What follows belongs to an exercise in optimizing a design on an open flow for small area, a short achievable clock period and few clock cycles per item; a production flow would make more cautious choices.
RTL that was checked went through simulation tests only; none was proved equivalent to the original.
No functional check of the RTL was part of run 2.
Power figures rest on the tool's default switching activity, not on a simulated workload.

File: design/flow/flow/run.sh
#!/bin/bash
# Standard ORFS layout (the standard.sh), with the port buffers that
# buffer_ports inserts made sky130_fd_sc_hd__buf_1 instead of its default pick.
set -uo pipefail
bash standard.sh BUFFER_PORTS_ARGS="-buffer_cell sky130_fd_sc_hd__buf_1" finish > standard_make.log 2>&1
status=$?
tail -50 standard_make.log
exit $status
File: design/flow/standard.sh
#!/bin/bash
# synth_recipe.tcl (not shown) runs the flow's synth.tcl, then flattens the netlist and writes it again
# the make line also repeats each setting of config.mk as NAME=value (left out here)
make -C /OpenROAD-flow-scripts/flow DESIGN_CONFIG=/design/flow/config.mk WORK_HOME=/design/flow/orfs CLKGATE_MAP_FILE= SYNTH_SCRIPT=/design/flow/synth_recipe.tcl "${@:-finish}"
File: design/flow/config.mk
export PLATFORM = sky130hd
export DESIGN_NAME = tcp_synack_reply_builder
export DESIGN_NICKNAME = tcp_synack_reply_builder
export VERILOG_FILES = /design/flow/design.v
export SDC_FILE = /design/flow/constraint.sdc
export NUM_CORES = 4
export LEC_CHECK = 0
export ABC_AREA = 0
export CAP_MARGIN = 20
export CORE_MARGIN = 2
export CORE_UTILIZATION = 60
export PLACE_DENSITY = 0.75
export SETUP_SLACK_MARGIN = 3.9
export SLEW_MARGIN = 20
File: design/flow/constraint.sdc
create_clock -name core_clock -period 8.0 [get_ports {clk}]
set_input_delay 1.6000 -clock core_clock [delete_from_list [all_inputs] [get_ports {clk}]]
set_output_delay 1.6000 -clock core_clock [all_outputs]
set_load 0.01 [all_outputs]
File: design/flow/design.v
module tcp_synack_reply_builder (
  input  logic         clk,
  input  logic         rst,
  input  logic         in_valid,
  output logic         in_stall,
  input  logic [271:0] in_data,
  output logic         out_valid,
  input  logic         out_stall,
  output logic [256:0] out_data,
  input  logic         psel,
  input  logic         penable,
  input  logic         pwrite,
  input  logic [2:0]   paddr,
  input  logic [31:0]  pwdata,
  output logic [31:0]  prdata,
  output logic         pready
);
  function automatic logic [15:0] eac_add(input logic [15:0] x, input logic [15:0] y);
    logic [15:0] g, p, gg, pp, c;
    logic cin;
    g = x & y; p = x ^ y; gg = g; pp = p;
    for (int l = 0; l < 4; l++)
      for (int i = 0; i < 16; i++)
        if ((i >> l) & 1) begin
          gg[i] = gg[i] | (pp[i] & gg[((i >> l) << l) - 1]);
          pp[i] = pp[i] & pp[((i >> l) << l) - 1];
        end
    cin = gg[15];
    c[0] = cin;
    for (int i = 1; i < 16; i++) c[i] = gg[i-1] | (pp[i-1] & cin);
    eac_add = p ^ c;
  endfunction
  function automatic logic [15:0] eac_add0(input logic [15:0] x, input logic [15:0] y);
    logic [15:0] g, p, gg, pp, c;
    logic cin;
    g = x & y; p = x ^ y; gg = g; pp = p;
    for (int l = 0; l < 4; l++)
      for (int i = 0; i < 16; i++)
        if ((i >> l) & 1) begin
          gg[i] = gg[i] | (pp[i] & gg[((i >> l) << l) - 1]);
          pp[i] = pp[i] & pp[((i >> l) << l) - 1];
        end
    cin = gg[15] | pp[15];
    c[0] = cin;
    for (int i = 1; i < 16; i++) c[i] = gg[i-1] | (pp[i-1] & cin);
    eac_add0 = p ^ c;
  endfunction
  function automatic logic [15:0] eac_add0_ks(input logic [15:0] x, input logic [15:0] y);
    logic [15:0] p, gg, pp, g2, p2;
    p = x ^ y; gg = x & y; pp = p;
    for (int l = 0; l < 4; l++) begin
      for (int i = 0; i < 16; i++) begin
        g2[i] = gg[i] | (pp[i] & gg[(i + 16 - (1 << l)) % 16]);
        p2[i] = pp[i] & pp[(i + 16 - (1 << l)) % 16];
      end
      gg = g2; pp = p2;
    end
    for (int i = 0; i < 16; i++) eac_add0_ks[i] = p[i] ^ (gg[(i + 15) % 16] | pp[(i + 15) % 16]);
  endfunction
  function automatic logic [15:0] eac_add_ks(input logic [15:0] x, input logic [15:0] y);
    logic [15:0] p, gg, pp, g2, p2;
    p = x ^ y; gg = x & y; pp = p;
    for (int l = 0; l < 4; l++) begin
      for (int i = 0; i < 16; i++) begin
        g2[i] = gg[i] | (pp[i] & gg[(i + 16 - (1 << l)) % 16]);
        p2[i] = pp[i] & pp[(i + 16 - (1 << l)) % 16];
      end
      gg = g2; pp = p2;
    end
    for (int i = 0; i < 16; i++) eac_add_ks[i] = p[i] ^ gg[(i + 15) % 16];
  endfunction
  logic [15:0] local_port;
  logic [15:0] server_port;
  logic        wr_en;
  assign pready = 1'b1;
  assign wr_en  = psel && penable && pwrite;
  assign prdata = {16'd0, paddr[2] ? server_port : local_port};
  always_ff @(posedge clk) begin
    if (rst) begin
      local_port  <= 16'd0;
      server_port <= 16'd80;
    end else if (wr_en) begin
      if (paddr[2]) server_port <= pwdata[15:0];
      else          local_port  <= pwdata[15:0];
    end
  end
  localparam logic [15:0] TcpK = 16'h502B;
  localparam logic [15:0] CfgWRst = 16'h507B;   
  logic [15:0] cfg_o, cfg_u, cfg_v, cfg_m, cfg_w;
  assign cfg_o = paddr[2] ? local_port : server_port;
  assign cfg_u = pwdata[15:0] ^ cfg_o ^ TcpK;
  assign cfg_m = (pwdata[15:0] & cfg_o) | (pwdata[15:0] & TcpK) | (cfg_o & TcpK);
  assign cfg_v = {cfg_m[14:0], cfg_m[15]};
  always_ff @(posedge clk) begin
    if (rst)        cfg_w <= CfgWRst;
    else if (wr_en) cfg_w <= eac_add_ks(cfg_u, cfg_v);
  end
  logic [47:0] dmac, smac;
  logic [15:0] etype, dport;
  logic [7:0]  proto, flags;
  logic [31:0] sip, dip, seq_in, ack_in;
  assign {dmac, smac, etype, proto, sip, dip, dport, seq_in, ack_in, flags} = in_data;
  logic [15:0] sip_hi, sip_lo, dip_hi, dip_lo, ack_hi, ack_lo, seq_hi, seq_lo;
  assign {sip_hi, sip_lo} = sip;
  assign {dip_hi, dip_lo} = dip;
  assign {ack_hi, ack_lo} = ack_in;
  assign {seq_hi, seq_lo} = seq_in;
  logic match;
  assign match = (etype == 16'h0800) && (proto == 8'h06) && (dport == local_port) &&
                 (flags[5:0] == 6'h12);
  logic [31:0] ack_next;
  assign ack_next = seq_in + 32'd1;
  logic seq_wrap;
  assign seq_wrap = &seq_in;
  logic [15:0] sh_s, sh_m;
  assign sh_s[0] = sip_hi[0] ^ sip_lo[0] ^ dip_hi[0];
  assign sh_m[0] = (sip_hi[0] & sip_lo[0]) | (sip_hi[0] & dip_hi[0]) | (sip_lo[0] & dip_hi[0]);
  assign sh_s[1] = sip_hi[1] ^ sip_lo[1] ^ dip_hi[1];
  assign sh_m[1] = (sip_hi[1] & sip_lo[1]) | (sip_hi[1] & dip_hi[1]) | (sip_lo[1] & dip_hi[1]);
  assign sh_s[2] = sip_hi[2] ^ sip_lo[2] ^ dip_hi[2];
  assign sh_m[2] = (sip_hi[2] & sip_lo[2]) | (sip_hi[2] & dip_hi[2]) | (sip_lo[2] & dip_hi[2]);
  assign sh_s[3] = sip_hi[3] ^ sip_lo[3] ^ dip_hi[3];
  assign sh_m[3] = (sip_hi[3] & sip_lo[3]) | (sip_hi[3] & dip_hi[3]) | (sip_lo[3] & dip_hi[3]);
  assign sh_s[4] = sip_hi[4] ^ sip_lo[4] ^ dip_hi[4];
  assign sh_m[4] = (sip_hi[4] & sip_lo[4]) | (sip_hi[4] & dip_hi[4]) | (sip_lo[4] & dip_hi[4]);
  assign sh_s[5] = sip_hi[5] ^ sip_lo[5] ^ dip_hi[5];
  assign sh_m[5] = (sip_hi[5] & sip_lo[5]) | (sip_hi[5] & dip_hi[5]) | (sip_lo[5] & dip_hi[5]);
  assign sh_s[6] = sip_hi[6] ^ sip_lo[6] ^ dip_hi[6];
  assign sh_m[6] = (sip_hi[6] & sip_lo[6]) | (sip_hi[6] & dip_hi[6]) | (sip_lo[6] & dip_hi[6]);
  assign sh_s[7] = sip_hi[7] ^ sip_lo[7] ^ dip_hi[7];
  assign sh_m[7] = (sip_hi[7] & sip_lo[7]) | (sip_hi[7] & dip_hi[7]) | (sip_lo[7] & dip_hi[7]);
  assign sh_s[8] = sip_hi[8] ^ sip_lo[8] ^ dip_hi[8];
  assign sh_m[8] = (sip_hi[8] & sip_lo[8]) | (sip_hi[8] & dip_hi[8]) | (sip_lo[8] & dip_hi[8]);
  assign sh_s[9] = sip_hi[9] ^ sip_lo[9] ^ dip_hi[9];
  assign sh_m[9] = (sip_hi[9] & sip_lo[9]) | (sip_hi[9] & dip_hi[9]) | (sip_lo[9] & dip_hi[9]);
  assign sh_s[10] = sip_hi[10] ^ sip_lo[10] ^ dip_hi[10];
  assign sh_m[10] = (sip_hi[10] & sip_lo[10]) | (sip_hi[10] & dip_hi[10]) | (sip_lo[10] & dip_hi[10]);
  assign sh_s[11] = sip_hi[11] ^ sip_lo[11] ^ dip_hi[11];
  assign sh_m[11] = (sip_hi[11] & sip_lo[11]) | (sip_hi[11] & dip_hi[11]) | (sip_lo[11] & dip_hi[11]);
  assign sh_s[12] = sip_hi[12] ^ sip_lo[12] ^ dip_hi[12];
  assign sh_m[12] = (sip_hi[12] & sip_lo[12]) | (sip_hi[12] & dip_hi[12]) | (sip_lo[12] & dip_hi[12]);
  assign sh_s[13] = sip_hi[13] ^ sip_lo[13] ^ dip_hi[13];
  assign sh_m[13] = (sip_hi[13] & sip_lo[13]) | (sip_hi[13] & dip_hi[13]) | (sip_lo[13] & dip_hi[13]);
  assign sh_s[14] = sip_hi[14] ^ sip_lo[14] ^ dip_hi[14];
  assign sh_m[14] = (sip_hi[14] & sip_lo[14]) | (sip_hi[14] & dip_hi[14]) | (sip_lo[14] & dip_hi[14]);
  assign sh_s[15] = sip_hi[15] ^ sip_lo[15] ^ dip_hi[15];
  assign sh_m[15] = (sip_hi[15] & sip_lo[15]) | (sip_hi[15] & dip_hi[15]) | (sip_lo[15] & dip_hi[15]);
  logic ip_s1, ip_c2;
  logic ip_s3, ip_c4;
  logic ip_s5, ip_c6;
  logic ip_s7, ip_c8;
  logic ip_s9, ip_c10;
  logic ip_s11, ip_c12;
  logic ip_s13, ip_c14;
  logic ip_s15, ip_c16;
  logic ip_s17, ip_c18;
  logic ip_s19, ip_c20;
  logic ip_s21, ip_c22;
  logic ip_s23, ip_c24;
  logic ip_s25, ip_c26;
  logic ip_s27, ip_c28;
  logic ip_s29, ip_c30;
  logic ip_s31, ip_c32;
  logic ip_s33, ip_c34;
  logic ip_s35, ip_c36;
  logic ip_s37, ip_c38;
  logic ip_s39, ip_c40;
  logic ip_s41, ip_c42;
  logic ip_s43, ip_c44;
  logic ip_s45, ip_c46;
  logic ip_s47, ip_c48;
  logic ip_s49, ip_c50;
  logic ip_s51, ip_c52;
  logic ip_s53, ip_c54;
  logic ip_s55, ip_c56;
  logic ip_s57, ip_c58;
  logic ip_s59, ip_c60;
  logic ip_s61, ip_c62;
  logic ip_s63, ip_c64;
  logic tcp_s65, tcp_c66;
  logic tcp_s67, tcp_c68;
  logic tcp_s69, tcp_c70;
  logic tcp_s71, tcp_c72;
  logic tcp_s73, tcp_c74;
  logic tcp_s75, tcp_c76;
  logic tcp_s77, tcp_c78;
  logic tcp_s79, tcp_c80;
  logic tcp_s81, tcp_c82;
  logic tcp_s83, tcp_c84;
  logic tcp_s85, tcp_c86;
  logic tcp_s87, tcp_c88;
  logic tcp_s89, tcp_c90;
  logic tcp_s91, tcp_c92;
  logic tcp_s93, tcp_c94;
  logic tcp_s95, tcp_c96;
  logic tcp_s97, tcp_c98;
  logic tcp_s99, tcp_c100;
  logic tcp_s101, tcp_c102;
  logic tcp_s103, tcp_c104;
  logic tcp_s105, tcp_c106;
  logic tcp_s107, tcp_c108;
  logic tcp_s109, tcp_c110;
  logic tcp_s111, tcp_c112;
  logic tcp_s113, tcp_c114;
  logic tcp_s115, tcp_c116;
  logic tcp_s117, tcp_c118;
  logic tcp_s119, tcp_c120;
  logic tcp_s121, tcp_c122;
  logic tcp_s123, tcp_c124;
  logic tcp_s125, tcp_c126;
  logic tcp_s127, tcp_c128;
  logic tcp_s129, tcp_c130;
  logic tcp_s131, tcp_c132;
  logic tcp_s133, tcp_c134;
  logic tcp_s135, tcp_c136;
  logic tcp_s137, tcp_c138;
  logic tcp_s139, tcp_c140;
  logic tcp_s141, tcp_c142;
  logic tcp_s143, tcp_c144;
  logic tcp_s145, tcp_c146;
  logic tcp_s147, tcp_c148;
  logic tcp_s149, tcp_c150;
  logic tcp_s151, tcp_c152;
  logic tcp_s153, tcp_c154;
  logic tcp_s155, tcp_c156;
  logic tcp_s157, tcp_c158;
  logic tcp_s159, tcp_c160;
  logic tcp_s161, tcp_c162;
  logic tcp_s163, tcp_c164;
  logic tcp_s165, tcp_c166;
  logic tcp_s167, tcp_c168;
  logic tcp_s169, tcp_c170;
  logic tcp_s171, tcp_c172;
  logic tcp_s173, tcp_c174;
  logic tcp_s175, tcp_c176;
  logic tcp_s177, tcp_c178;
  logic tcp_s179, tcp_c180;
  logic tcp_s181, tcp_c182;
  logic tcp_s183, tcp_c184;
  logic tcp_s185, tcp_c186;
  logic tcp_s187, tcp_c188;
  logic tcp_s189, tcp_c190;
  logic tcp_s191, tcp_c192;
  logic tcp_s193, tcp_c194;
  logic tcp_s195, tcp_c196;
  logic tcp_s197, tcp_c198;
  logic tcp_s199, tcp_c200;
  logic tcp_s201, tcp_c202;
  logic tcp_s203, tcp_c204;
  logic tcp_s205, tcp_c206;
  logic tcp_s207, tcp_c208;
  logic tcp_s209, tcp_c210;
  logic tcp_s211, tcp_c212;
  logic tcp_s213, tcp_c214;
  logic tcp_s215, tcp_c216;
  logic tcp_s217, tcp_c218;
  logic tcp_s219, tcp_c220;
  logic tcp_s221, tcp_c222;
  logic tcp_s223, tcp_c224;
  logic tcp_s225, tcp_c226;
  logic tcp_s227, tcp_c228;
  logic tcp_s229, tcp_c230;
  logic tcp_s231, tcp_c232;
  logic tcp_s233, tcp_c234;
  logic tcp_s235, tcp_c236;
  logic tcp_s237, tcp_c238;
  logic tcp_s239, tcp_c240;
  logic tcp_s241, tcp_c242;
  logic tcp_s243, tcp_c244;
  logic tcp_s245, tcp_c246;
  logic tcp_s247, tcp_c248;
  logic tcp_s249, tcp_c250;
  logic tcp_s251, tcp_c252;
  logic tcp_s253, tcp_c254;
  logic tcp_s255, tcp_c256;
  assign ip_s1 = 1'b1 ^ dip_lo[0] ^ sh_s[0];
  assign ip_c2 = (1'b1 & dip_lo[0]) | (1'b1 & sh_s[0]) | (dip_lo[0] & sh_s[0]);
  assign ip_s3 = 1'b1 ^ dip_lo[1] ^ sh_s[1];
  assign ip_c4 = (1'b1 & dip_lo[1]) | (1'b1 & sh_s[1]) | (dip_lo[1] & sh_s[1]);
  assign ip_s5 = 1'b1 ^ dip_lo[2] ^ sh_s[2];
  assign ip_c6 = (1'b1 & dip_lo[2]) | (1'b1 & sh_s[2]) | (dip_lo[2] & sh_s[2]);
  assign ip_s7 = 1'b1 ^ dip_lo[3] ^ sh_s[3];
  assign ip_c8 = (1'b1 & dip_lo[3]) | (1'b1 & sh_s[3]) | (dip_lo[3] & sh_s[3]);
  assign ip_s9 = 1'b0 ^ dip_lo[4] ^ sh_s[4];
  assign ip_c10 = (1'b0 & dip_lo[4]) | (1'b0 & sh_s[4]) | (dip_lo[4] & sh_s[4]);
  assign ip_s11 = 1'b1 ^ dip_lo[5] ^ sh_s[5];
  assign ip_c12 = (1'b1 & dip_lo[5]) | (1'b1 & sh_s[5]) | (dip_lo[5] & sh_s[5]);
  assign ip_s13 = 1'b0 ^ dip_lo[6] ^ sh_s[6];
  assign ip_c14 = (1'b0 & dip_lo[6]) | (1'b0 & sh_s[6]) | (dip_lo[6] & sh_s[6]);
  assign ip_s15 = 1'b0 ^ dip_lo[7] ^ sh_s[7];
  assign ip_c16 = (1'b0 & dip_lo[7]) | (1'b0 & sh_s[7]) | (dip_lo[7] & sh_s[7]);
  assign ip_s17 = 1'b0 ^ dip_lo[8] ^ sh_s[8];
  assign ip_c18 = (1'b0 & dip_lo[8]) | (1'b0 & sh_s[8]) | (dip_lo[8] & sh_s[8]);
  assign ip_s19 = 1'b0 ^ dip_lo[9] ^ sh_s[9];
  assign ip_c20 = (1'b0 & dip_lo[9]) | (1'b0 & sh_s[9]) | (dip_lo[9] & sh_s[9]);
  assign ip_s21 = 1'b1 ^ dip_lo[10] ^ sh_s[10];
  assign ip_c22 = (1'b1 & dip_lo[10]) | (1'b1 & sh_s[10]) | (dip_lo[10] & sh_s[10]);
  assign ip_s23 = 1'b0 ^ dip_lo[11] ^ sh_s[11];
  assign ip_c24 = (1'b0 & dip_lo[11]) | (1'b0 & sh_s[11]) | (dip_lo[11] & sh_s[11]);
  assign ip_s25 = 1'b0 ^ dip_lo[12] ^ sh_s[12];
  assign ip_c26 = (1'b0 & dip_lo[12]) | (1'b0 & sh_s[12]) | (dip_lo[12] & sh_s[12]);
  assign ip_s27 = 1'b0 ^ dip_lo[13] ^ sh_s[13];
  assign ip_c28 = (1'b0 & dip_lo[13]) | (1'b0 & sh_s[13]) | (dip_lo[13] & sh_s[13]);
  assign ip_s29 = 1'b1 ^ dip_lo[14] ^ sh_s[14];
  assign ip_c30 = (1'b1 & dip_lo[14]) | (1'b1 & sh_s[14]) | (dip_lo[14] & sh_s[14]);
  assign ip_s31 = 1'b0 ^ dip_lo[15] ^ sh_s[15];
  assign ip_c32 = (1'b0 & dip_lo[15]) | (1'b0 & sh_s[15]) | (dip_lo[15] & sh_s[15]);
  assign ip_s33 = sh_m[15] ^ ip_s1 ^ ip_c32;
  assign ip_c34 = (sh_m[15] & ip_s1) | (sh_m[15] & ip_c32) | (ip_s1 & ip_c32);
  assign ip_s35 = sh_m[0] ^ ip_c2 ^ ip_s3;
  assign ip_c36 = (sh_m[0] & ip_c2) | (sh_m[0] & ip_s3) | (ip_c2 & ip_s3);
  assign ip_s37 = sh_m[1] ^ ip_c4 ^ ip_s5;
  assign ip_c38 = (sh_m[1] & ip_c4) | (sh_m[1] & ip_s5) | (ip_c4 & ip_s5);
  assign ip_s39 = sh_m[2] ^ ip_c6 ^ ip_s7;
  assign ip_c40 = (sh_m[2] & ip_c6) | (sh_m[2] & ip_s7) | (ip_c6 & ip_s7);
  assign ip_s41 = sh_m[3] ^ ip_c8 ^ ip_s9;
  assign ip_c42 = (sh_m[3] & ip_c8) | (sh_m[3] & ip_s9) | (ip_c8 & ip_s9);
  assign ip_s43 = sh_m[4] ^ ip_c10 ^ ip_s11;
  assign ip_c44 = (sh_m[4] & ip_c10) | (sh_m[4] & ip_s11) | (ip_c10 & ip_s11);
  assign ip_s45 = sh_m[5] ^ ip_c12 ^ ip_s13;
  assign ip_c46 = (sh_m[5] & ip_c12) | (sh_m[5] & ip_s13) | (ip_c12 & ip_s13);
  assign ip_s47 = sh_m[6] ^ ip_c14 ^ ip_s15;
  assign ip_c48 = (sh_m[6] & ip_c14) | (sh_m[6] & ip_s15) | (ip_c14 & ip_s15);
  assign ip_s49 = sh_m[7] ^ ip_c16 ^ ip_s17;
  assign ip_c50 = (sh_m[7] & ip_c16) | (sh_m[7] & ip_s17) | (ip_c16 & ip_s17);
  assign ip_s51 = sh_m[8] ^ ip_c18 ^ ip_s19;
  assign ip_c52 = (sh_m[8] & ip_c18) | (sh_m[8] & ip_s19) | (ip_c18 & ip_s19);
  assign ip_s53 = sh_m[9] ^ ip_c20 ^ ip_s21;
  assign ip_c54 = (sh_m[9] & ip_c20) | (sh_m[9] & ip_s21) | (ip_c20 & ip_s21);
  assign ip_s55 = sh_m[10] ^ ip_c22 ^ ip_s23;
  assign ip_c56 = (sh_m[10] & ip_c22) | (sh_m[10] & ip_s23) | (ip_c22 & ip_s23);
  assign ip_s57 = sh_m[11] ^ ip_c24 ^ ip_s25;
  assign ip_c58 = (sh_m[11] & ip_c24) | (sh_m[11] & ip_s25) | (ip_c24 & ip_s25);
  assign ip_s59 = sh_m[12] ^ ip_c26 ^ ip_s27;
  assign ip_c60 = (sh_m[12] & ip_c26) | (sh_m[12] & ip_s27) | (ip_c26 & ip_s27);
  assign ip_s61 = sh_m[13] ^ ip_c28 ^ ip_s29;
  assign ip_c62 = (sh_m[13] & ip_c28) | (sh_m[13] & ip_s29) | (ip_c28 & ip_s29);
  assign ip_s63 = sh_m[14] ^ ip_c30 ^ ip_s31;
  assign ip_c64 = (sh_m[14] & ip_c30) | (sh_m[14] & ip_s31) | (ip_c30 & ip_s31);
  assign tcp_s65 = cfg_w[0] ^ dip_lo[0] ^ ack_hi[0];
  assign tcp_c66 = (cfg_w[0] & dip_lo[0]) | (cfg_w[0] & ack_hi[0]) | (dip_lo[0] & ack_hi[0]);
  assign tcp_s67 = ack_lo[0] ^ seq_hi[0] ^ seq_lo[0];
  assign tcp_c68 = (ack_lo[0] & seq_hi[0]) | (ack_lo[0] & seq_lo[0]) | (seq_hi[0] & seq_lo[0]);
  assign tcp_s69 = cfg_w[1] ^ dip_lo[1] ^ ack_hi[1];
  assign tcp_c70 = (cfg_w[1] & dip_lo[1]) | (cfg_w[1] & ack_hi[1]) | (dip_lo[1] & ack_hi[1]);
  assign tcp_s71 = ack_lo[1] ^ seq_hi[1] ^ seq_lo[1];
  assign tcp_c72 = (ack_lo[1] & seq_hi[1]) | (ack_lo[1] & seq_lo[1]) | (seq_hi[1] & seq_lo[1]);
  assign tcp_s73 = cfg_w[2] ^ dip_lo[2] ^ ack_hi[2];
  assign tcp_c74 = (cfg_w[2] & dip_lo[2]) | (cfg_w[2] & ack_hi[2]) | (dip_lo[2] & ack_hi[2]);
  assign tcp_s75 = ack_lo[2] ^ seq_hi[2] ^ seq_lo[2];
  assign tcp_c76 = (ack_lo[2] & seq_hi[2]) | (ack_lo[2] & seq_lo[2]) | (seq_hi[2] & seq_lo[2]);
  assign tcp_s77 = cfg_w[3] ^ dip_lo[3] ^ ack_hi[3];
  assign tcp_c78 = (cfg_w[3] & dip_lo[3]) | (cfg_w[3] & ack_hi[3]) | (dip_lo[3] & ack_hi[3]);
  assign tcp_s79 = ack_lo[3] ^ seq_hi[3] ^ seq_lo[3];
  assign tcp_c80 = (ack_lo[3] & seq_hi[3]) | (ack_lo[3] & seq_lo[3]) | (seq_hi[3] & seq_lo[3]);
  assign tcp_s81 = cfg_w[4] ^ dip_lo[4] ^ ack_hi[4];
  assign tcp_c82 = (cfg_w[4] & dip_lo[4]) | (cfg_w[4] & ack_hi[4]) | (dip_lo[4] & ack_hi[4]);
  assign tcp_s83 = ack_lo[4] ^ seq_hi[4] ^ seq_lo[4];
  assign tcp_c84 = (ack_lo[4] & seq_hi[4]) | (ack_lo[4] & seq_lo[4]) | (seq_hi[4] & seq_lo[4]);
  assign tcp_s85 = cfg_w[5] ^ dip_lo[5] ^ ack_hi[5];
  assign tcp_c86 = (cfg_w[5] & dip_lo[5]) | (cfg_w[5] & ack_hi[5]) | (dip_lo[5] & ack_hi[5]);
  assign tcp_s87 = ack_lo[5] ^ seq_hi[5] ^ seq_lo[5];
  assign tcp_c88 = (ack_lo[5] & seq_hi[5]) | (ack_lo[5] & seq_lo[5]) | (seq_hi[5] & seq_lo[5]);
  assign tcp_s89 = cfg_w[6] ^ dip_lo[6] ^ ack_hi[6];
  assign tcp_c90 = (cfg_w[6] & dip_lo[6]) | (cfg_w[6] & ack_hi[6]) | (dip_lo[6] & ack_hi[6]);
  assign tcp_s91 = ack_lo[6] ^ seq_hi[6] ^ seq_lo[6];
  assign tcp_c92 = (ack_lo[6] & seq_hi[6]) | (ack_lo[6] & seq_lo[6]) | (seq_hi[6] & seq_lo[6]);
  assign tcp_s93 = cfg_w[7] ^ dip_lo[7] ^ ack_hi[7];
  assign tcp_c94 = (cfg_w[7] & dip_lo[7]) | (cfg_w[7] & ack_hi[7]) | (dip_lo[7] & ack_hi[7]);
  assign tcp_s95 = ack_lo[7] ^ seq_hi[7] ^ seq_lo[7];
  assign tcp_c96 = (ack_lo[7] & seq_hi[7]) | (ack_lo[7] & seq_lo[7]) | (seq_hi[7] & seq_lo[7]);
  assign tcp_s97 = cfg_w[8] ^ dip_lo[8] ^ ack_hi[8];
  assign tcp_c98 = (cfg_w[8] & dip_lo[8]) | (cfg_w[8] & ack_hi[8]) | (dip_lo[8] & ack_hi[8]);
  assign tcp_s99 = ack_lo[8] ^ seq_hi[8] ^ seq_lo[8];
  assign tcp_c100 = (ack_lo[8] & seq_hi[8]) | (ack_lo[8] & seq_lo[8]) | (seq_hi[8] & seq_lo[8]);
  assign tcp_s101 = cfg_w[9] ^ dip_lo[9] ^ ack_hi[9];
  assign tcp_c102 = (cfg_w[9] & dip_lo[9]) | (cfg_w[9] & ack_hi[9]) | (dip_lo[9] & ack_hi[9]);
  assign tcp_s103 = ack_lo[9] ^ seq_hi[9] ^ seq_lo[9];
  assign tcp_c104 = (ack_lo[9] & seq_hi[9]) | (ack_lo[9] & seq_lo[9]) | (seq_hi[9] & seq_lo[9]);
  assign tcp_s105 = cfg_w[10] ^ dip_lo[10] ^ ack_hi[10];
  assign tcp_c106 = (cfg_w[10] & dip_lo[10]) | (cfg_w[10] & ack_hi[10]) | (dip_lo[10] & ack_hi[10]);
  assign tcp_s107 = ack_lo[10] ^ seq_hi[10] ^ seq_lo[10];
  assign tcp_c108 = (ack_lo[10] & seq_hi[10]) | (ack_lo[10] & seq_lo[10]) | (seq_hi[10] & seq_lo[10]);
  assign tcp_s109 = cfg_w[11] ^ dip_lo[11] ^ ack_hi[11];
  assign tcp_c110 = (cfg_w[11] & dip_lo[11]) | (cfg_w[11] & ack_hi[11]) | (dip_lo[11] & ack_hi[11]);
  assign tcp_s111 = ack_lo[11] ^ seq_hi[11] ^ seq_lo[11];
  assign tcp_c112 = (ack_lo[11] & seq_hi[11]) | (ack_lo[11] & seq_lo[11]) | (seq_hi[11] & seq_lo[11]);
  assign tcp_s113 = cfg_w[12] ^ dip_lo[12] ^ ack_hi[12];
  assign tcp_c114 = (cfg_w[12] & dip_lo[12]) | (cfg_w[12] & ack_hi[12]) | (dip_lo[12] & ack_hi[12]);
  assign tcp_s115 = ack_lo[12] ^ seq_hi[12] ^ seq_lo[12];
  assign tcp_c116 = (ack_lo[12] & seq_hi[12]) | (ack_lo[12] & seq_lo[12]) | (seq_hi[12] & seq_lo[12]);
  assign tcp_s117 = cfg_w[13] ^ dip_lo[13] ^ ack_hi[13];
  assign tcp_c118 = (cfg_w[13] & dip_lo[13]) | (cfg_w[13] & ack_hi[13]) | (dip_lo[13] & ack_hi[13]);
  assign tcp_s119 = ack_lo[13] ^ seq_hi[13] ^ seq_lo[13];
  assign tcp_c120 = (ack_lo[13] & seq_hi[13]) | (ack_lo[13] & seq_lo[13]) | (seq_hi[13] & seq_lo[13]);
  assign tcp_s121 = cfg_w[14] ^ dip_lo[14] ^ ack_hi[14];
  assign tcp_c122 = (cfg_w[14] & dip_lo[14]) | (cfg_w[14] & ack_hi[14]) | (dip_lo[14] & ack_hi[14]);
  assign tcp_s123 = ack_lo[14] ^ seq_hi[14] ^ seq_lo[14];
  assign tcp_c124 = (ack_lo[14] & seq_hi[14]) | (ack_lo[14] & seq_lo[14]) | (seq_hi[14] & seq_lo[14]);
  assign tcp_s125 = cfg_w[15] ^ dip_lo[15] ^ ack_hi[15];
  assign tcp_c126 = (cfg_w[15] & dip_lo[15]) | (cfg_w[15] & ack_hi[15]) | (dip_lo[15] & ack_hi[15]);
  assign tcp_s127 = ack_lo[15] ^ seq_hi[15] ^ seq_lo[15];
  assign tcp_c128 = (ack_lo[15] & seq_hi[15]) | (ack_lo[15] & seq_lo[15]) | (seq_hi[15] & seq_lo[15]);
  assign tcp_s129 = sh_s[0] ^ sh_m[15] ^ tcp_s65;
  assign tcp_c130 = (sh_s[0] & sh_m[15]) | (sh_s[0] & tcp_s65) | (sh_m[15] & tcp_s65);
  assign tcp_s131 = tcp_s67 ^ tcp_c126 ^ tcp_c128;
  assign tcp_c132 = (tcp_s67 & tcp_c126) | (tcp_s67 & tcp_c128) | (tcp_c126 & tcp_c128);
  assign tcp_s133 = sh_s[1] ^ sh_m[0] ^ tcp_c66;
  assign tcp_c134 = (sh_s[1] & sh_m[0]) | (sh_s[1] & tcp_c66) | (sh_m[0] & tcp_c66);
  assign tcp_s135 = tcp_c68 ^ tcp_s69 ^ tcp_s71;
  assign tcp_c136 = (tcp_c68 & tcp_s69) | (tcp_c68 & tcp_s71) | (tcp_s69 & tcp_s71);
  assign tcp_s137 = sh_s[2] ^ sh_m[1] ^ tcp_c70;
  assign tcp_c138 = (sh_s[2] & sh_m[1]) | (sh_s[2] & tcp_c70) | (sh_m[1] & tcp_c70);
  assign tcp_s139 = tcp_c72 ^ tcp_s73 ^ tcp_s75;
  assign tcp_c140 = (tcp_c72 & tcp_s73) | (tcp_c72 & tcp_s75) | (tcp_s73 & tcp_s75);
  assign tcp_s141 = sh_s[3] ^ sh_m[2] ^ tcp_c74;
  assign tcp_c142 = (sh_s[3] & sh_m[2]) | (sh_s[3] & tcp_c74) | (sh_m[2] & tcp_c74);
  assign tcp_s143 = tcp_c76 ^ tcp_s77 ^ tcp_s79;
  assign tcp_c144 = (tcp_c76 & tcp_s77) | (tcp_c76 & tcp_s79) | (tcp_s77 & tcp_s79);
  assign tcp_s145 = sh_s[4] ^ sh_m[3] ^ tcp_c78;
  assign tcp_c146 = (sh_s[4] & sh_m[3]) | (sh_s[4] & tcp_c78) | (sh_m[3] & tcp_c78);
  assign tcp_s147 = tcp_c80 ^ tcp_s81 ^ tcp_s83;
  assign tcp_c148 = (tcp_c80 & tcp_s81) | (tcp_c80 & tcp_s83) | (tcp_s81 & tcp_s83);
  assign tcp_s149 = sh_s[5] ^ sh_m[4] ^ tcp_c82;
  assign tcp_c150 = (sh_s[5] & sh_m[4]) | (sh_s[5] & tcp_c82) | (sh_m[4] & tcp_c82);
  assign tcp_s151 = tcp_c84 ^ tcp_s85 ^ tcp_s87;
  assign tcp_c152 = (tcp_c84 & tcp_s85) | (tcp_c84 & tcp_s87) | (tcp_s85 & tcp_s87);
  assign tcp_s153 = sh_s[6] ^ sh_m[5] ^ tcp_c86;
  assign tcp_c154 = (sh_s[6] & sh_m[5]) | (sh_s[6] & tcp_c86) | (sh_m[5] & tcp_c86);
  assign tcp_s155 = tcp_c88 ^ tcp_s89 ^ tcp_s91;
  assign tcp_c156 = (tcp_c88 & tcp_s89) | (tcp_c88 & tcp_s91) | (tcp_s89 & tcp_s91);
  assign tcp_s157 = sh_s[7] ^ sh_m[6] ^ tcp_c90;
  assign tcp_c158 = (sh_s[7] & sh_m[6]) | (sh_s[7] & tcp_c90) | (sh_m[6] & tcp_c90);
  assign tcp_s159 = tcp_c92 ^ tcp_s93 ^ tcp_s95;
  assign tcp_c160 = (tcp_c92 & tcp_s93) | (tcp_c92 & tcp_s95) | (tcp_s93 & tcp_s95);
  assign tcp_s161 = sh_s[8] ^ sh_m[7] ^ tcp_c94;
  assign tcp_c162 = (sh_s[8] & sh_m[7]) | (sh_s[8] & tcp_c94) | (sh_m[7] & tcp_c94);
  assign tcp_s163 = tcp_c96 ^ tcp_s97 ^ tcp_s99;
  assign tcp_c164 = (tcp_c96 & tcp_s97) | (tcp_c96 & tcp_s99) | (tcp_s97 & tcp_s99);
  assign tcp_s165 = sh_s[9] ^ sh_m[8] ^ tcp_c98;
  assign tcp_c166 = (sh_s[9] & sh_m[8]) | (sh_s[9] & tcp_c98) | (sh_m[8] & tcp_c98);
  assign tcp_s167 = tcp_c100 ^ tcp_s101 ^ tcp_s103;
  assign tcp_c168 = (tcp_c100 & tcp_s101) | (tcp_c100 & tcp_s103) | (tcp_s101 & tcp_s103);
  assign tcp_s169 = sh_s[10] ^ sh_m[9] ^ tcp_c102;
  assign tcp_c170 = (sh_s[10] & sh_m[9]) | (sh_s[10] & tcp_c102) | (sh_m[9] & tcp_c102);
  assign tcp_s171 = tcp_c104 ^ tcp_s105 ^ tcp_s107;
  assign tcp_c172 = (tcp_c104 & tcp_s105) | (tcp_c104 & tcp_s107) | (tcp_s105 & tcp_s107);
  assign tcp_s173 = sh_s[11] ^ sh_m[10] ^ tcp_c106;
  assign tcp_c174 = (sh_s[11] & sh_m[10]) | (sh_s[11] & tcp_c106) | (sh_m[10] & tcp_c106);
  assign tcp_s175 = tcp_c108 ^ tcp_s109 ^ tcp_s111;
  assign tcp_c176 = (tcp_c108 & tcp_s109) | (tcp_c108 & tcp_s111) | (tcp_s109 & tcp_s111);
  assign tcp_s177 = sh_s[12] ^ sh_m[11] ^ tcp_c110;
  assign tcp_c178 = (sh_s[12] & sh_m[11]) | (sh_s[12] & tcp_c110) | (sh_m[11] & tcp_c110);
  assign tcp_s179 = tcp_c112 ^ tcp_s113 ^ tcp_s115;
  assign tcp_c180 = (tcp_c112 & tcp_s113) | (tcp_c112 & tcp_s115) | (tcp_s113 & tcp_s115);
  assign tcp_s181 = sh_s[13] ^ sh_m[12] ^ tcp_c114;
  assign tcp_c182 = (sh_s[13] & sh_m[12]) | (sh_s[13] & tcp_c114) | (sh_m[12] & tcp_c114);
  assign tcp_s183 = tcp_c116 ^ tcp_s117 ^ tcp_s119;
  assign tcp_c184 = (tcp_c116 & tcp_s117) | (tcp_c116 & tcp_s119) | (tcp_s117 & tcp_s119);
  assign tcp_s185 = sh_s[14] ^ sh_m[13] ^ tcp_c118;
  assign tcp_c186 = (sh_s[14] & sh_m[13]) | (sh_s[14] & tcp_c118) | (sh_m[13] & tcp_c118);
  assign tcp_s187 = tcp_c120 ^ tcp_s121 ^ tcp_s123;
  assign tcp_c188 = (tcp_c120 & tcp_s121) | (tcp_c120 & tcp_s123) | (tcp_s121 & tcp_s123);
  assign tcp_s189 = sh_s[15] ^ sh_m[14] ^ tcp_c122;
  assign tcp_c190 = (sh_s[15] & sh_m[14]) | (sh_s[15] & tcp_c122) | (sh_m[14] & tcp_c122);
  assign tcp_s191 = tcp_c124 ^ tcp_s125 ^ tcp_s127;
  assign tcp_c192 = (tcp_c124 & tcp_s125) | (tcp_c124 & tcp_s127) | (tcp_s125 & tcp_s127);
  assign tcp_s193 = tcp_s129 ^ tcp_s131 ^ tcp_c190;
  assign tcp_c194 = (tcp_s129 & tcp_s131) | (tcp_s129 & tcp_c190) | (tcp_s131 & tcp_c190);
  assign tcp_s195 = tcp_c130 ^ tcp_c132 ^ tcp_s133;
  assign tcp_c196 = (tcp_c130 & tcp_c132) | (tcp_c130 & tcp_s133) | (tcp_c132 & tcp_s133);
  assign tcp_s197 = tcp_c134 ^ tcp_c136 ^ tcp_s137;
  assign tcp_c198 = (tcp_c134 & tcp_c136) | (tcp_c134 & tcp_s137) | (tcp_c136 & tcp_s137);
  assign tcp_s199 = tcp_c138 ^ tcp_c140 ^ tcp_s141;
  assign tcp_c200 = (tcp_c138 & tcp_c140) | (tcp_c138 & tcp_s141) | (tcp_c140 & tcp_s141);
  assign tcp_s201 = tcp_c142 ^ tcp_c144 ^ tcp_s145;
  assign tcp_c202 = (tcp_c142 & tcp_c144) | (tcp_c142 & tcp_s145) | (tcp_c144 & tcp_s145);
  assign tcp_s203 = tcp_c146 ^ tcp_c148 ^ tcp_s149;
  assign tcp_c204 = (tcp_c146 & tcp_c148) | (tcp_c146 & tcp_s149) | (tcp_c148 & tcp_s149);
  assign tcp_s205 = tcp_c150 ^ tcp_c152 ^ tcp_s153;
  assign tcp_c206 = (tcp_c150 & tcp_c152) | (tcp_c150 & tcp_s153) | (tcp_c152 & tcp_s153);
  assign tcp_s207 = tcp_c154 ^ tcp_c156 ^ tcp_s157;
  assign tcp_c208 = (tcp_c154 & tcp_c156) | (tcp_c154 & tcp_s157) | (tcp_c156 & tcp_s157);
  assign tcp_s209 = tcp_c158 ^ tcp_c160 ^ tcp_s161;
  assign tcp_c210 = (tcp_c158 & tcp_c160) | (tcp_c158 & tcp_s161) | (tcp_c160 & tcp_s161);
  assign tcp_s211 = tcp_c162 ^ tcp_c164 ^ tcp_s165;
  assign tcp_c212 = (tcp_c162 & tcp_c164) | (tcp_c162 & tcp_s165) | (tcp_c164 & tcp_s165);
  assign tcp_s213 = tcp_c166 ^ tcp_c168 ^ tcp_s169;
  assign tcp_c214 = (tcp_c166 & tcp_c168) | (tcp_c166 & tcp_s169) | (tcp_c168 & tcp_s169);
  assign tcp_s215 = tcp_c170 ^ tcp_c172 ^ tcp_s173;
  assign tcp_c216 = (tcp_c170 & tcp_c172) | (tcp_c170 & tcp_s173) | (tcp_c172 & tcp_s173);
  assign tcp_s217 = tcp_c174 ^ tcp_c176 ^ tcp_s177;
  assign tcp_c218 = (tcp_c174 & tcp_c176) | (tcp_c174 & tcp_s177) | (tcp_c176 & tcp_s177);
  assign tcp_s219 = tcp_c178 ^ tcp_c180 ^ tcp_s181;
  assign tcp_c220 = (tcp_c178 & tcp_c180) | (tcp_c178 & tcp_s181) | (tcp_c180 & tcp_s181);
  assign tcp_s221 = tcp_c182 ^ tcp_c184 ^ tcp_s185;
  assign tcp_c222 = (tcp_c182 & tcp_c184) | (tcp_c182 & tcp_s185) | (tcp_c184 & tcp_s185);
  assign tcp_s223 = tcp_c186 ^ tcp_c188 ^ tcp_s189;
  assign tcp_c224 = (tcp_c186 & tcp_c188) | (tcp_c186 & tcp_s189) | (tcp_c188 & tcp_s189);
  assign tcp_s225 = tcp_c192 ^ tcp_s193 ^ tcp_c224;
  assign tcp_c226 = (tcp_c192 & tcp_s193) | (tcp_c192 & tcp_c224) | (tcp_s193 & tcp_c224);
  assign tcp_s227 = tcp_s135 ^ tcp_c194 ^ tcp_s195;
  assign tcp_c228 = (tcp_s135 & tcp_c194) | (tcp_s135 & tcp_s195) | (tcp_c194 & tcp_s195);
  assign tcp_s229 = tcp_s139 ^ tcp_c196 ^ tcp_s197;
  assign tcp_c230 = (tcp_s139 & tcp_c196) | (tcp_s139 & tcp_s197) | (tcp_c196 & tcp_s197);
  assign tcp_s231 = tcp_s143 ^ tcp_c198 ^ tcp_s199;
  assign tcp_c232 = (tcp_s143 & tcp_c198) | (tcp_s143 & tcp_s199) | (tcp_c198 & tcp_s199);
  assign tcp_s233 = tcp_s147 ^ tcp_c200 ^ tcp_s201;
  assign tcp_c234 = (tcp_s147 & tcp_c200) | (tcp_s147 & tcp_s201) | (tcp_c200 & tcp_s201);
  assign tcp_s235 = tcp_s151 ^ tcp_c202 ^ tcp_s203;
  assign tcp_c236 = (tcp_s151 & tcp_c202) | (tcp_s151 & tcp_s203) | (tcp_c202 & tcp_s203);
  assign tcp_s237 = tcp_s155 ^ tcp_c204 ^ tcp_s205;
  assign tcp_c238 = (tcp_s155 & tcp_c204) | (tcp_s155 & tcp_s205) | (tcp_c204 & tcp_s205);
  assign tcp_s239 = tcp_s159 ^ tcp_c206 ^ tcp_s207;
  assign tcp_c240 = (tcp_s159 & tcp_c206) | (tcp_s159 & tcp_s207) | (tcp_c206 & tcp_s207);
  assign tcp_s241 = tcp_s163 ^ tcp_c208 ^ tcp_s209;
  assign tcp_c242 = (tcp_s163 & tcp_c208) | (tcp_s163 & tcp_s209) | (tcp_c208 & tcp_s209);
  assign tcp_s243 = tcp_s167 ^ tcp_c210 ^ tcp_s211;
  assign tcp_c244 = (tcp_s167 & tcp_c210) | (tcp_s167 & tcp_s211) | (tcp_c210 & tcp_s211);
  assign tcp_s245 = tcp_s171 ^ tcp_c212 ^ tcp_s213;
  assign tcp_c246 = (tcp_s171 & tcp_c212) | (tcp_s171 & tcp_s213) | (tcp_c212 & tcp_s213);
  assign tcp_s247 = tcp_s175 ^ tcp_c214 ^ tcp_s215;
  assign tcp_c248 = (tcp_s175 & tcp_c214) | (tcp_s175 & tcp_s215) | (tcp_c214 & tcp_s215);
  assign tcp_s249 = tcp_s179 ^ tcp_c216 ^ tcp_s217;
  assign tcp_c250 = (tcp_s179 & tcp_c216) | (tcp_s179 & tcp_s217) | (tcp_c216 & tcp_s217);
  assign tcp_s251 = tcp_s183 ^ tcp_c218 ^ tcp_s219;
  assign tcp_c252 = (tcp_s183 & tcp_c218) | (tcp_s183 & tcp_s219) | (tcp_c218 & tcp_s219);
  assign tcp_s253 = tcp_s187 ^ tcp_c220 ^ tcp_s221;
  assign tcp_c254 = (tcp_s187 & tcp_c220) | (tcp_s187 & tcp_s221) | (tcp_c220 & tcp_s221);
  assign tcp_s255 = tcp_s191 ^ tcp_c222 ^ tcp_s223;
  assign tcp_c256 = (tcp_s191 & tcp_c222) | (tcp_s191 & tcp_s223) | (tcp_c222 & tcp_s223);
  logic [15:0] ip_a, ip_b, tcp_a, tcp_b;
  assign ip_a = {ip_c62, ip_c60, ip_c58, ip_c56, ip_c54, ip_c52, ip_c50, ip_c48, ip_c46, ip_c44, ip_c42, ip_c40, ip_c38, ip_c36, ip_c34, ip_s33};
  assign ip_b = {ip_s63, ip_s61, ip_s59, ip_s57, ip_s55, ip_s53, ip_s51, ip_s49, ip_s47, ip_s45, ip_s43, ip_s41, ip_s39, ip_s37, ip_s35, ip_c64};
  assign tcp_a = {tcp_c254, tcp_c252, tcp_c250, tcp_c248, tcp_c246, tcp_c244, tcp_c242, tcp_c240, tcp_c238, tcp_c236, tcp_c234, tcp_c232, tcp_c230, tcp_c228, tcp_c226, tcp_s225};
  assign tcp_b = {tcp_s255, tcp_s253, tcp_s251, tcp_s249, tcp_s247, tcp_s245, tcp_s243, tcp_s241, tcp_s239, tcp_s237, tcp_s235, tcp_s233, tcp_s231, tcp_s229, tcp_s227, tcp_c256};
  logic [15:0] tcp_x, tcp_y, tcp_hs, tcp_hc;
  assign tcp_x  = ~tcp_a;
  assign tcp_y  = ~tcp_b;
  assign tcp_hs = tcp_x ^ tcp_y ^ {15'd0, seq_wrap};
  assign tcp_hc = (tcp_x & tcp_y) | ({15'd0, seq_wrap} & (tcp_x ^ tcp_y));
  logic [15:0] ipx, ipy, tcx, tcy, ip_bs, tcp_bs;
  logic [3:0] ip_bc, tcp_bc;
  assign ipx = ~ip_a;
  assign ipy = ~ip_b;
  assign tcx = ~tcp_a;
  assign tcy = ~tcp_b;
  assign {ip_bc[0], ip_bs[3:0]} = {1'b0, ipx[3:0]} + {1'b0, ipy[3:0]};
  assign {ip_bc[1], ip_bs[7:4]} = {1'b0, ipx[7:4]} + {1'b0, ipy[7:4]};
  assign {ip_bc[2], ip_bs[11:8]} = {1'b0, ipx[11:8]} + {1'b0, ipy[11:8]};
  assign {ip_bc[3], ip_bs[15:12]} = {1'b0, ipx[15:12]} + {1'b0, ipy[15:12]};
  localparam int W = 1 + 48 + 48 + 32 + 32 + 32 + 32 + 20 + 32;
  logic         ld;
  logic [W-1:0] nxt, q;
  assign ld       = !out_valid || !out_stall;
  assign in_stall = !ld;
  assign nxt = {1'b1, smac, dmac, dip, sip, ack_in, ack_next, ip_bs, ip_bc, tcp_hs, {tcp_hc[14:0], tcp_hc[15]}};
  always_ff @(posedge clk) begin
    if (rst)     out_valid <= 1'b0;
    else if (ld) out_valid <= in_valid;
  end
  logic ld_m, hold;
  logic [W-1:0] q_d;
  assign ld_m = ld && match;
  assign hold = !ld;
  assign q_d = (nxt & {W{ld_m}}) | (q & {W{hold}});
  always_ff @(posedge clk) begin
    q <= q_d;
  end
  logic        q_send;
  logic [47:0] q_dmac, q_smac;
  logic [31:0] q_sip, q_dip, q_seq, q_ack;
  logic [15:0] q_ips, q_tcps, q_ipc, q_tcpc;
  logic [3:0] q_ipbc, q_tcpbc;
  assign {q_send, q_dmac, q_smac, q_sip, q_dip, q_seq, q_ack, q_ips, q_ipbc, q_tcps, q_tcpc} = q;
  assign q_tcpbc = '0;
  assign q_ipc = {1'b0, 1'b0, 1'b0, q_ipbc[2], 1'b0, 1'b0, 1'b0, q_ipbc[1], 1'b0, 1'b0, 1'b0, q_ipbc[0], 1'b0, 1'b0, 1'b0, q_ipbc[3]};
  assign out_data = {q_send, q_dmac, q_smac, q_sip, q_dip, eac_add0_ks(q_ips, q_ipc),
                     q_seq, q_ack, eac_add0_ks(q_tcps, q_tcpc)};
endmodule
==> results of run 1 <==
## cell type report
cell class / count / area, sq um
diodes: 4 / 10.0
clock buffers: 54 / 1090
clock inverters: 13 / 155
fillers: 3094 / 11800
inverters: 260 / 1000
multi-input cells: 1681 / 12000
flip-flops and latches: 326 / 6540
well taps: 461 / 577
repair buffers: 581 / 2290
repair inverters: 2 / 17.5
## flip-flops by register name, summed over array words and instances, names as in the netlist, named ones only
signal,count
q,276
cfg_w,16
local_port,16
server_port,16
out_valid,1
## where the power goes
group | switching, mW | internal (mW) | total [mW]
logic | 0.821 | 0.547 | 1.37
clock network | 0.698 | 1.05 | 1.75
registers | 0.00672 | 1.63 | 1.64
## path summary, 6_finish.rpt
check,end,start
worst max-delay path,q[16]$_DFF_P_,in_data[55]
worst min-delay path,q[194]$_DFF_P_,q[194]$_DFF_P_
worst max register to register,q[16]$_DFF_P_,cfg_w[0]$_SDFFE_PP1P_
worst min register to register,q[194]$_DFF_P_,q[194]$_DFF_P_
## routing by layer
layer	GRT usage, %	wire, um	part of all wire (%)
met1	44.7	27300	40
met2	59.8	32900	48
met3	6.57	5520	8.1
met4	11.5	2510	3.7
met5	0	0	0
## per-stage QoR
step	utilization [%]	cell area, sq um	power (mW)	setup slack, ns	hold slack, ns
after floorplan	-	21700	2.59	3.63	0.426
after global placement	62.0	22000	2.97	3.01	0.430
after detailed placement	62.0	22000	2.99	3.00	0.436
after CTS	65.9	23400	4.75	3.83	0.444
after global routing	66.7	23700	5.02	3.81	0.456
final	66.7	23700	4.75	3.87	0.440
## worst min-delay path, delay by kind of cell, from the launching register on
kind	cells	cell delay, ns
AOI/OAI and AO/OA	1	0.05
and+or+nand+nor	1	0.05
DFF	1	0.30
## logic make-up (layout without fill, tap and decap cells)
kind of cell	after synthesis	count (layout)	share of synthesized area [%]
simple gates	802	803	16.1
xor+xnor	82	82	3.34
mux	33	33	1.69
other cells	2	21	0.0349
compound gates	513	513	14.3
fa+ha+maj	233	233	18.2
buf+inv	637	910	16.0
flops	326	326	30.4
## cell usage in the layout, fill, tap and decap left out, types with 9 or more instances in the layout
master     Yosys  routed
xnor2_1       37      37
a21oi_1       99      84
o31ai_1       82      81
a21o_1         9       9
ha_1         100      82
nand3_1       32      32
clkbuf_16      0      39
mux2_2        27      27
a21oi_2        0      14
nor4_1        25      24
dfxtp_1      325     325
o21ai_0       92      63
buf_1          5     541
nand2_1      584     577
nand4_1       34      34
nor3_1        25      24
fa_1         133     127
xor2_1        45      45
ha_2           0      10
inv_2          0       9
buf_4        243      12
o21ai_1      142     164
clkbuf_1      98       9
conb_1         2      17
clkbuf_2       0      18
a22o_1        13      13
nor2_1        48      36
inv_1        259     249
o211ai_1      19      19
## repair_timing
action | 4_1_cts | 5_1_grt
setup endpoints to repair | 62 | 127
cloned | 2 | 1
buffers inserted | 0 | 3
gates resized for setup | 42 | 97
pin swaps | 1 | 12
==> impl_metrics.env, run 1 <==
export IMPL_ys_seq_area_share_pct=30.4
export IMPL_outcome="finished clean"
export IMPL_cp_top_family="adder cells"
export IMPL_die_h_um=193
export IMPL_setup_viol=0
export IMPL_setup_tns_ns=0
export IMPL_drv_cap=0
export IMPL_clockRootBuffer="clkbuf_16"
export IMPL_drt_total_wl_um=68200
export IMPL_worstHoldPathType="register to register"
export IMPL_clk_pin_slew_ns=0.06
export IMPL_grt_ovfl_total=0
export IMPL_max_stage_delay_ns=0.58
export IMPL_synth_area_leaders="dfxtp_1 30%, fa_1 12%, nand2_1 10%"
export IMPL_fmax_ghz=0.242
export IMPL_gp_congestion=0.998
export IMPL_synth_top_area_share_pct=30.2
export IMPL_arrival_ns=4.58
export IMPL_drt_iter0_drc=1427
export IMPL_via_per_inst=5.67
export IMPL_slew_violations=0
export IMPL_final_setup_skew_ns=0.0117
export IMPL_nets=3437
export IMPL_hpwl_um=52900
export IMPL_pin_count=606
export IMPL_cts_max_level=2
export IMPL_post_route_min_period_ns=4.13
export IMPL_synth_most_common_cell="nand2_1"
export IMPL_holdBufCountCts=0
export IMPL_coreArea_sq_um=35500
export IMPL_rrSetupSlack_ns=4.71
export IMPL_ir_drop_v=0.000173
export IMPL_cp_end_kind="register"
export IMPL_first_pass_iters=8
export IMPL_cts_tree="done"
export IMPL_tightest_slew_ns=0.998
export IMPL_ant_nets=0
export IMPL_clk_path_buf_depth=3
export IMPL_critPathBufInv=2
export IMPL_synth_seq_cells=326
export IMPL_async_flop_share_pct=0
export IMPL_yosysTopAreaCell="dfxtp_1"
export IMPL_antenna_found_initial=2
export IMPL_syn_to_final_growth_pct=9.97
export IMPL_min_path_cells=2
export IMPL_ys_flop_type="dfxtp_1"
export IMPL_grt_pass1_vias=18188
export IMPL_maxSlewHeadroom_pct=33.5
export IMPL_die_area_sq_um=37400
export IMPL_core_rowCount=69
export IMPL_crit_fanout=5
export IMPL_leakage_nw=9.86
export IMPL_worstRegToRegCells=10
export IMPL_synthTopCellsByCount="584 x nand2_1, 325 x dfxtp_1, 259 x inv_1"
export IMPL_critPathMostFrequentCell="fa_1"
export IMPL_cts_sinks=326
export IMPL_drc=0
export IMPL_dieWidth_um=193
export IMPL_grt_max_degree=107
export IMPL_syn_area_per_cell_sq_um=8.19
export IMPL_required_ns=8.44
export IMPL_rsz0062_at_grt="true"
export IMPL_synth_edf_count=1
export IMPL_power_density_nw_per_um2=201
export IMPL_cp_slowest_cell="fa_1"
export IMPL_cts_buffers_inserted=38
export IMPL_via_count=19182
export IMPL_yosysWarningCount=1
export IMPL_worst_path_stages=9
export IMPL_wl_per_cell_um=20.2
export IMPL_start_util_pct=60.7
export IMPL_fin_cells=3382
export IMPL_io_buffers=568
export IMPL_clk_latency_ns=0.53
export IMPL_grt_pass1_wl_um=103000
export IMPL_synthDistinctLibCells=68
export IMPL_track_usage_pct=35.0
export IMPL_drive_above_1_share_pct=7.82
export IMPL_fin_crit_sh_pct=51.7
export IMPL_dpl_cell_count=3305
export IMPL_hold_viol_final=0
export IMPL_crit_type="input pin to register"
export IMPL_crit_chain="buf_1 > fa_1 > fa_1 > fa_2 > fa_1 > inv_2 > fa_1 > nand2_1 > o21ai_1"
export IMPL_worstSetupStartpointType="input pin"
export IMPL_synth_cells=2628
export IMPL_syn_area_sq_um=21500
Testbench counts, summed over its fixed seeds: cycles 9,608, items 9,600.
==> run 2: changes to the inputs <==
--- a/design/flow/design.v
+++ b/design/flow/design.v
@@ -540,16 +540,14 @@
   assign tcp_hs = tcp_x ^ tcp_y ^ {15'd0, seq_wrap};
   assign tcp_hc = (tcp_x & tcp_y) | ({15'd0, seq_wrap} & (tcp_x ^ tcp_y));
   logic [15:0] ipx, ipy, tcx, tcy, ip_bs, tcp_bs;
-  logic [3:0] ip_bc, tcp_bc;
+  logic [1:0] ip_bc, tcp_bc;
   assign ipx = ~ip_a;
   assign ipy = ~ip_b;
   assign tcx = ~tcp_a;
   assign tcy = ~tcp_b;
-  assign {ip_bc[0], ip_bs[3:0]} = {1'b0, ipx[3:0]} + {1'b0, ipy[3:0]};
-  assign {ip_bc[1], ip_bs[7:4]} = {1'b0, ipx[7:4]} + {1'b0, ipy[7:4]};
-  assign {ip_bc[2], ip_bs[11:8]} = {1'b0, ipx[11:8]} + {1'b0, ipy[11:8]};
-  assign {ip_bc[3], ip_bs[15:12]} = {1'b0, ipx[15:12]} + {1'b0, ipy[15:12]};
-  localparam int W = 1 + 48 + 48 + 32 + 32 + 32 + 32 + 20 + 32;
+  assign {ip_bc[0], ip_bs[7:0]} = {1'b0, ipx[7:0]} + {1'b0, ipy[7:0]};
+  assign {ip_bc[1], ip_bs[15:8]} = {1'b0, ipx[15:8]} + {1'b0, ipy[15:8]};
+  localparam int W = 1 + 48 + 48 + 32 + 32 + 32 + 32 + 18 + 32;
   logic         ld;
   logic [W-1:0] nxt, q;
   assign ld       = !out_valid || !out_stall;
@@ -571,10 +569,10 @@
   logic [47:0] q_dmac, q_smac;
   logic [31:0] q_sip, q_dip, q_seq, q_ack;
   logic [15:0] q_ips, q_tcps, q_ipc, q_tcpc;
-  logic [3:0] q_ipbc, q_tcpbc;
+  logic [1:0] q_ipbc, q_tcpbc;
   assign {q_send, q_dmac, q_smac, q_sip, q_dip, q_seq, q_ack, q_ips, q_ipbc, q_tcps, q_tcpc} = q;
   assign q_tcpbc = '0;
-  assign q_ipc = {1'b0, 1'b0, 1'b0, q_ipbc[2], 1'b0, 1'b0, 1'b0, q_ipbc[1], 1'b0, 1'b0, 1'b0, q_ipbc[0], 1'b0, 1'b0, 1'b0, q_ipbc[3]};
+  assign q_ipc = {1'b0, 1'b0, 1'b0, 1'b0, 1'b0, 1'b0, 1'b0, q_ipbc[0], 1'b0, 1'b0, 1'b0, 1'b0, 1'b0, 1'b0, 1'b0, q_ipbc[1]};
   assign out_data = {q_send, q_dmac, q_smac, q_sip, q_dip, eac_add0_ks(q_ips, q_ipc),
                      q_seq, q_ack, eac_add0_ks(q_tcps, q_tcpc)};
 endmodule
--- a/design/flow/config.mk
+++ b/design/flow/config.mk
@@ -8,7 +8,6 @@
 export ABC_AREA = 0
 export CAP_MARGIN = 20
 export CORE_MARGIN = 2
-export CORE_UTILIZATION = 60
-export PLACE_DENSITY = 0.75
+export CORE_UTILIZATION = 40
 export SETUP_SLACK_MARGIN = 3.9
 export SLEW_MARGIN = 20
==> run 2 against run 1 <==
Highest routed layer unchanged. Area after synthesis decreased by 2.1%. Sequential share of layout area decreased by 0.59 points. Critical path type unchanged. Setup slack improved by 0.036 ns. Largest cell class unchanged. Register-to-register slack improved by 0.03 ns. Maximum frequency increased by 0.88%.
==> impl_metrics.env, run 2 <==
export IMPL_outcome="finished clean"
export IMPL_yosysTopAreaCell="dfxtp_1"
export IMPL_nets=3479
export IMPL_grt_pass1_wl_um=103000
export IMPL_hold_viol_final=0
export IMPL_synth_most_common_cell="nand2_1"
export IMPL_synth_cells=2640
export IMPL_antenna_cells=0
export IMPL_crit_fanout=3
export IMPL_drc=0
export IMPL_yosys_mux_area_fraction_pct=1.86
export IMPL_io_buffers=568
export IMPL_holdBufCountCts=0
export IMPL_die_h_um=233
export IMPL_dieWidth_um=233
export IMPL_synthTopCellsByCount="666 x nand2_1, 323 x dfxtp_1, 271 x nand3_1"
export IMPL_critPathMostFrequentCell="inv_2"
export IMPL_hpwl_um=55400
export IMPL_power_density_nw_per_um2=203
export IMPL_start_util_pct=40.3
export IMPL_synth_compound_area_share_pct=6.93
export IMPL_clk_path_buf_depth=3
export IMPL_maxSlewHeadroom_pct=32.2
export IMPL_synthDistinctLibCells=57
export IMPL_synth_edf_count=1
export IMPL_drt_iter0_drc=996
export IMPL_crit_chain="buf_2 > fa_1 > inv_2 > ha_4 > inv_1 > fa_1 > inv_2 > ha_4 > inv_2 > fa_2 > nor2b_2 > o31a_1 > nor3_2 > o21bai_1 > a21oi_1 > o21ai_1"
export IMPL_synth_xor_area_share_pct=3.66
export IMPL_synth_area_leaders="dfxtp_1 31%, fa_1 12%, nand2_1 12%"
export IMPL_synth_seq_cells=324
export IMPL_cp_end_kind="register"
export IMPL_clockRootBuffer="clkbuf_16"
export IMPL_clk_pin_slew_ns=0.05
export IMPL_cts_buffers_inserted=38
export IMPL_via_per_inst=4.99
export IMPL_final_cell_mix="660 x nand2_1, 534 x buf_1, 319 x dfxtp_1, 271 x nand3_1, 239 x inv_1"
export IMPL_regMostFlops="q"
export IMPL_core_rowCount=84
export IMPL_setup_viol=0
export IMPL_largest_reg_flops=274
export IMPL_gp_congestion=0.922
export IMPL_tightest_slew_ns=1.02
export IMPL_syn_area_sq_um=21100
export IMPL_cts_max_level=2
export IMPL_arrival_ns=4.56
export IMPL_worstSetupStartpointType="input pin"
export IMPL_cts_tree="done"
export IMPL_antenna_found_initial=0
export IMPL_slew_violations=0
export IMPL_clk_latency_ns=0.57
export IMPL_n_fill_cell=5307
export IMPL_pin_count=606
export IMPL_track_usage_pct=24.6
export IMPL_post_route_min_period_ns=4.10
export IMPL_fmax_ghz=0.244
export IMPL_drt_total_wl_um=70100
export IMPL_grt_pass1_vias=17514
export IMPL_leakage_nw=10.8
export IMPL_drive_above_1_share_pct=9.38
export IMPL_critPathBufInv=5
export IMPL_grt_max_degree=138
export IMPL_drv_cap=0
export IMPL_ir_drop_v=0.000132
export IMPL_dpl_cell_count=3561
export IMPL_ys_flop_type="dfxtp_1"
export IMPL_setup_tns_ns=0
export IMPL_syn_area_per_cell_sq_um=7.98
export IMPL_cts_sinks=324
export IMPL_fin_crit_sh_pct=51.2
export IMPL_mostFrequentLayoutCell="nand2_1"
export IMPL_ys_seq_area_share_pct=30.8
export IMPL_final_setup_skew_ns=0.0360
export IMPL_first_pass_iters=7
export IMPL_yosysWarningCount=1
export IMPL_die_area_sq_um=54500
export IMPL_fin_cells=3651
export IMPL_crit_type="input pin to register"
export IMPL_coreArea_sq_um=52300
export IMPL_ant_nets=0
export IMPL_async_flop_share_pct=0
export IMPL_max_stage_delay_ns=0.55
export IMPL_cp_slowest_cell="fa_1"
export IMPL_synth_top_family_by_area="simple AND/OR/NAND/NOR gates"
export IMPL_syn_to_final_growth_pct=14.2
export IMPL_via_count=18234
export IMPL_grt_ovfl_total=0
export IMPL_wl_per_cell_um=19.2
export IMPL_required_ns=8.46
export IMPL_synthAdderAreaFrac_pct=18.3
export IMPL_synth_top_area_share_pct=30.7
export IMPL_worstHoldPathType="register to register"
export IMPL_cp_top_family="adder cells"
export IMPL_synthSimpleGateAreaFrac_pct=22.8
export IMPL_rsz0062_at_grt="true"
-- run 2: timing repair --
action	4_1_cts	5_1_grt
resized for setup	44	133
endpoints found under the setup margin	50	61
hold endpoints to repair	0	0
buffers inserted	2	21
pin swaps	5	49
-- run 2: kinds of logic after synthesis --
| kind of cell | Yosys count |
|---|---|
| AO/OA/AOI/OAI | 244 |
| XOR/XNOR | 88 |
| adder cells (fa/ha/maj) | 229 |
| buffers and inverters | 612 |
| flip-flops | 324 |
| multiplexers | 36 |
| other | 2 |
| AND/OR/NAND/NOR | 1105 |
-- run 2: area by class of cell --
type                            count  area [sq um]  area share (%)
Multi-Input combinational cell   1719         12000            49.7
Clock inverter                     11           163           0.676
Tap cell                          688           861            3.58
Inverter                          251           958            3.98
Clock buffer                       56          1150            4.78
Sequential cell                   324          6500            27.0
Timing Repair Buffer              602          2470            10.3
-- run 2: path summary, 6_finish.rpt --
kind	from	end	slack (ns)	cells past startpoint
setup reg to reg	local_port[15]$_SDFFE_PP0P_	q[233]$_DFF_P_	4.74	7
hold reg to reg	q[118]$_DFF_P_	q[118]$_DFF_P_	0.43	2
hold / removal	q[118]$_DFF_P_	q[118]$_DFF_P_	0.43	2
setup / recovery	in_data[104]	q[32]$_DFF_P_	3.90	16
-- run 2: layer usage --
layer	up-vias	share of wire (%)	track usage [%]
li1	8867	-	-
met1	8684	43	32.5
met2	585	48	41.4
met3	98	5.8	4.36
met4	0	2.5	6.72
met5	-	0	0
-- run 2: worst register-to-register path, stage by stage (launching register included) --
cell     delay [ns]
dfxtp_1        0.34
xor2_1         0.18
nor4_1         0.55
nand4_1        0.40
nor3_4         0.63
buf_12         0.48
nand3_1        0.43
nand2_1        0.16
-- run 2: per-stage QoR --
| step | hold slack [ns] | setup slack (ns) | util, % | cell area, sq um | power, mW |
|---|---|---|---|---|---|
| 2_1_floorplan | 0.417 | 3.68 | - | 21300 | 2.58 |
| 3_5_place_dp | 0.427 | 2.93 | 42.1 | 22000 | 2.99 |
| 3_3_place_gp | 0.422 | 2.98 | 42.1 | 22000 | 2.98 |
| 6_report | 0.434 | 3.90 | 46.0 | 24100 | 4.88 |
| 5_1_grt | 0.450 | 3.78 | 46.0 | 24100 | 5.19 |
| 4_1_cts | 0.436 | 3.83 | 44.8 | 23400 | 4.86 |
-- run 2: power breakdown --
| group | internal [mW] | switching (mW) | leakage (nW) |
|---|---|---|---|
| clock | 1.12 | 0.716 | 0.652 |
| sequential | 1.62 | 0.00567 | 2.62 |
| combinational | 0.598 | 0.817 | 7.57 |
| total | 3.34 | 1.54 | 10.8 |

==> separate check: timing with driven ports <==
Ports are ideal in the flow. The routed layouts listed here were re-timed in OpenROAD. Step 1 sets driving cells, clkbuf_16 on the clock port and buf_2 on the other inputs (assumed; they add their load-dependent delay and slew). Step 2 adds t to the input delays and takes it off the output delays; t is the mean of the earliest and latest rising clock arrival at the registers after step 1. Input paths then give back, and output paths get back, about the clock's delay inside the block. Slacks: ideal ports / drivers / drivers and shift; pairs: ideal ports / drivers.
run | shift t [ns] | setup slack, ns | hold WS [ns] | cell pins on the clock port's net
run 1 | 0.581 | 3.865 / 3.875 / 3.313 | 0.440 / 0.440 / 0.440 | 1
run 2 | 0.613 | 3.901 / 3.909 / 3.329 | 0.434 / 0.434 / 0.434 | 1
After both steps setup and hold are still met in every run listed. For run 2, which loses most, drivers alone change the setup slack by +0.008 ns; drivers and shift together by -0.572 ns.
